From an optimization exercise on the open Yosys and OpenROAD flow, aimed at small area; shortcuts taken in it are not production practice. RTL that was checked went through simulation tests only; none was proved equivalent to the original. Power is estimated from default activity; no workload was simulated.

Design modbus_tcp_read_client_framer_unit, start of the top module:
module modbus_tcp_read_client_framer_unit (
  input  wire logic          clk,
  input  wire logic          rst,
  input  wire logic          push,
  output logic               full,
  input  wire logic [1:0]    item_cmd,
  input  wire logic [7:0]    item_function_code,
  input  wire logic [15:0]   item_start_address,
  input  wire logic [15:0]   item_quantity,
  input  wire logic [7:0]    item_rx_byte,
  output logic               empty,
  input  wire logic          pop,
  output logic [1:0]         result_kind,
  output logic [15:0]        result_value,
  output logic [9:0]         result_item_index,
  output logic [2:0]         result_status,
  output logic [31:0]        result_total_count,
  output logic [31:0]        result_failed_count,
  output logic               result_last,
  input  wire logic          cfg_valid,
  output logic               cfg_ready,
  input  wire logic [7:0]    cfg_data
);
export LEC_CHECK = 0
export CAP_MARGIN = 20
export CORE_MARGIN = 2
export CORE_UTILIZATION = 40
export SLEW_MARGIN = 20
create_clock -name core_clock -period 8.0 [get_ports {clk}]
standard.sh (not shown) runs the stock make flow with config.mk's settings and CLKGATE_MAP_FILE= SYNTH_SCRIPT=/design/flow/synth_recipe.tcl, a recipe that flattens the netlist after the stock synthesis.
==> flow/flow/run.sh <==
#!/bin/bash
# Standard ORFS layout through the standard.sh, with three changes:
#  - synthesis: the standard flow's own synthesis script, but Yosys's abc maps the logic with an
#    area-oriented script (flow/area.script); flip-flop mapping and names are unchanged
#  - the port buffers are sky130_fd_sc_hd__buf_1
#  - clock tree synthesis uses small clock buffers and no dummy loads
# make's full output goes to flow_make.log in this folder; ORFS keeps each step's
# log under orfs/logs.
set -euo pipefail
HERE=$(pwd)
cat flow/abc_area.tcl synth_recipe.tcl > area_synth.tcl
export FLOW_ABC_SCRIPT=$HERE/flow/area.script
CTS="-sink_clustering_enable -repair_clock_nets -dont_use_dummy_load -buf_list {sky130_fd_sc_hd__clkbuf_4} -sink_clustering_size 10 -sink_clustering_max_diameter 50"
BUF="-buffer_cell sky130_fd_sc_hd__buf_1"
export BUFFER_PORTS_ARGS="$BUF"
export CTS_ARGS="$CTS"
bash standard.sh "SYNTH_SCRIPT=$HERE/area_synth.tcl" "BUFFER_PORTS_ARGS=$BUF" "CTS_ARGS=$CTS" finish > flow_make.log 2>&1
==> flow/flow/abc_area.tcl <==
# Prepended to the standard flow's synthesis script (synth_recipe.tcl): Yosys's abc command maps the
# combinational logic with flow/area.script (area-oriented mapping) instead of ORFS's
# speed script. Everything else, flip-flop mapping included, is the standard synthesis.
proc abc {args} {
  set i [lsearch -exact $args -script]
  if {$i >= 0} {
    lset args [expr {$i + 1}] $::env(FLOW_ABC_SCRIPT)
  }
  puts "abc (area script): $args"
  yosys abc {*}$args
}
==> flow/flow/area.script <==
&get -n
&st
&dc2
&dch -f
&nf -a -p -R 1000 -C 32 -F 8 -A 8
&st
&dc2
&dch -f
&nf -a -p -R 1000 -C 32 -F 8 -A 8
&st
&dc2
&dch -f
&nf -a -p -R 1000 -C 32 -F 8 -A 8
&put
Rerun with:
--- a/flow/design.v
+++ b/flow/design.v
@@ -51,31 +51,31 @@
   logic [9:0]  active_quantity, older_quantity;
   logic [6:0]  d;           
   logic        id_high_ok;
   logic [6:0]  half_count;
   logic [1:0]  frames;
   logic        is_bit, is_word, word_read, too_long, failing, closing, reply;
   logic        new_read;
   logic [2:0]  fail_status;
   logic        in_data;
   logic        bits_here, bits_full, bits_close;
-  logic [6:0]  word_end;
+  logic [6:0]  d_next;
   always_comb begin
     is_bit    = (item_function_code == 8'd1) || (item_function_code == 8'd2);
     is_word   = (item_function_code == 8'd3) || (item_function_code == 8'd4);
     too_long  = is_bit ? (item_quantity >= 16'd953) : (item_quantity >= 16'd60);
     word_read = (active_function == 2'd3) || (active_function == 2'd0);
     in_data   = (d < 7'd119);
     bits_full  = (active_quantity[9:3] != d);
     bits_here  = bits_full || (active_quantity[2:0] != 3'd0);
-    bits_close = !bits_full || ((active_quantity[2:0] == 3'd0) && (active_quantity[9:3] == d + 7'd1));
-    word_end   = {active_quantity[5:0], 1'b0} - 7'd1;
+    d_next     = d + 7'd1;
+    bits_close = !bits_full || ((active_quantity[2:0] == 3'd0) && (active_quantity[9:3] == d_next));
     reply      = take && (item_cmd == mbrc_pkg::CMD_REPLY) && phase;
     job         = '0;
     job[15:8]   = item_rx_byte;
     job_valid   = 1'b0;
     failing     = 1'b0;
     closing     = 1'b0;
     new_read    = 1'b0;
     fail_status = mbrc_pkg::ST_OK;
     if (take) begin
       unique case (item_cmd)
@@ -109,53 +109,50 @@
               end
             end else if (in_data) begin
               if (word_read) begin
                 if (d[0] && ({1'b0, d[6:1]} < half_count)) begin
                   job_valid  = 1'b1;
                   job[17]    = 1'b1;
                   job[7:0]   = item_rx_byte;
                 end
               end else if (bits_here) begin
                 job_valid  = 1'b1;
-                job[15:8]  = 8'd0;
-                job[10:8]  = bits_full ? 3'd7 : active_quantity[2:0] - 3'd1;
-                job[7:0]   = item_rx_byte;
+                job[6:4]   = bits_full ? 3'd7 : active_quantity[2:0] - 3'd1;
               end
             end
-            closing = word_read ? (d == word_end) : (in_data && bits_close);
+            closing = word_read ? (d_next == {active_quantity[5:0], 1'b0}) : (in_data && bits_close);
             if (!failing && closing) begin
               job_valid = 1'b1;
               if (job[17]) begin
                 job[16] = 1'b1;
               end else if (bits_here && !word_read) begin
-                job[11] = 1'b1;
+                job[7] = 1'b1;
               end else begin
-                job[15:8] = 8'd0;
-                job[15]   = 1'b1;
+                job[3] = 1'b1;
               end
             end
           end
         end
         mbrc_pkg::CMD_TIMEOUT: begin
           if (phase) begin
             failing     = 1'b1;
             fail_status = mbrc_pkg::ST_TIMEOUT;
           end
         end
         default: begin
         end
       endcase
     end
     if (failing) begin
       job_valid = 1'b1;
       job       = '0;
-      job[15]   = 1'b1;
+      job[3]    = 1'b1;
       job[2:0]  = fail_status;
     end
     job_high_wr = job_valid ? !job[17] : reply;
     head_id    = transaction_id;
     head_older = (frames == 2'd2);
     if (head_older) begin
       head_function = {older_function == 2'd0, older_function};
       head_quantity = older_quantity;
     end else begin
       head_function = {active_function == 2'd0, active_function};
@@ -196,21 +193,21 @@
     if (cfg_we) begin
       unit_before <= unit_address;
     end
     if (new_read) begin
       older_function  <= active_function;
       older_quantity  <= active_quantity;
       active_function <= item_function_code[1:0];
       active_quantity <= item_quantity[9:0];
       d               <= 7'd119;
     end else if (reply) begin
-      d          <= d + 7'd1;
+      d          <= d_next;
       id_high_ok <= (item_rx_byte == transaction_id[15:8]);
       if (d == 7'd127) begin
         half_count <= item_rx_byte[7:1];
       end
     end
   end
 endmodule
 `default_nettype wire
 `timescale 1ns / 1ps
 `default_nettype none
@@ -327,24 +324,24 @@
   logic [15:0] value_next;
   logic [9:0]  index_next;
   logic [15:0] value_q;
   logic        last_next;
   logic        count_total, count_failed;
   assign empty   = !out_valid;
   assign advance = job_valid && (!out_valid || pop);
   always_comb begin
     j_word   = job[17];
     j_frame  = !job[17] && job[16];
-    j_status = !job[17] && !job[16] && job[15];
-    j_bits   = !job[17] && !job[16] && !job[15];
-    j_ok     = j_word ? job[16] : job[11];
-    nb       = job[10:8];
+    j_status = !job[17] && !job[16] && job[3];
+    j_bits   = !job[17] && !job[16] && !job[3];
+    j_ok     = j_word ? job[16] : job[7];
+    nb       = job[6:4];
     k = (mid || (!j_frame && result_kind == mbrc_pkg::KIND_VALUE)) ?
         result_item_index + 10'd1 : 10'd0;
     id_borrow = head_older && (k[0] || head_id[7:0] == 8'd0);
     id_byte   = (k[0] ? head_id[7:0] : head_id[15:8]) - {7'd0, id_borrow};
     unique case (k[3:0])
       4'd0:    fbyte = id_byte;
       4'd1:    fbyte = id_byte;
       4'd5:    fbyte = mbrc_pkg::MBAP_LENGTH;
       4'd6:    fbyte = head_unit;
       4'd7:    fbyte = {5'd0, head_function};
@@ -365,21 +362,21 @@
       value_next  = {13'd0, j_status ? job[2:0] : mbrc_pkg::ST_OK};
       last_next   = 1'b1;
     end else if (j_frame) begin
       kind_next  = mbrc_pkg::KIND_REQUEST;
       value_next = {8'd0, fbyte};
       last_next  = (k[3:0] == 4'd11);
     end else if (j_word) begin
       value_next = job[15:0];
       last_next  = !j_ok;
     end else begin
-      value_next = {15'd0, job[k[2:0]]};
+      value_next = {15'd0, job[{1'b1, k[2:0]}]};
       last_next  = (k[2:0] == nb) && !j_ok;
     end
     count_total  = j_frame || (j_status && (job[2:0] == mbrc_pkg::ST_BAD_FUNCTION ||
                                             job[2:0] == mbrc_pkg::ST_TOO_LONG));
     count_failed = j_status && (job[2:0] != mbrc_pkg::ST_OK);
     job_done   = advance && last_next;
     frame_done = job_done && j_frame;
   end
   assign result_value  = {value_q[15:3], result_kind[1] ? 3'd0 : value_q[2:0]};
   assign result_status = result_kind[1] ? value_q[2:0] : 3'd0;
Result:
- synthesized area goes down by about 1.7%
- core utilization goes down by 0.46 points
- via count goes down by 2.8%
- clock skew goes up by 0.011 ns
- fmax goes up by 2.8%
- synthesized cell count goes down by about 2.8%
- power stays flat
- hold slack gains 0.0056 ns
- die area goes down by about 1.7%
Function not checked in the first run of this note: the RTL went through the layout flow alone.

==> static timing again, ports no longer ideal <==
The flow's constraints put no driver on any port. The routed layouts listed below were extracted and timed again, unchanged, in two steps. Step 1, drivers: a clkbuf_16 drives clk and a buf_2 each remaining input, both assumed. Step 2 also shifts input and output timing later by t, the mid clock arrival at the registers, as if the neighbouring blocks saw the same clock. a / b / c = ideal ports / drivers / drivers and shift; a / b = the first two.
run	shift t [ns]	setup slack, ns	worst hold slack (ns)	worst setup path at the end
the first run	0.649	2.151 / 2.151 / 1.691	0.460 / 0.460 / 0.460	input to register
the second run	0.631	2.311 / 2.311 / 2.104	0.465 / 0.465 / 0.465	input to register
After both steps setup and hold are still met in every run listed. The setup slack of the first run, which loses most, moves by 0.000 ns with the drivers and by -0.460 ns with both steps.
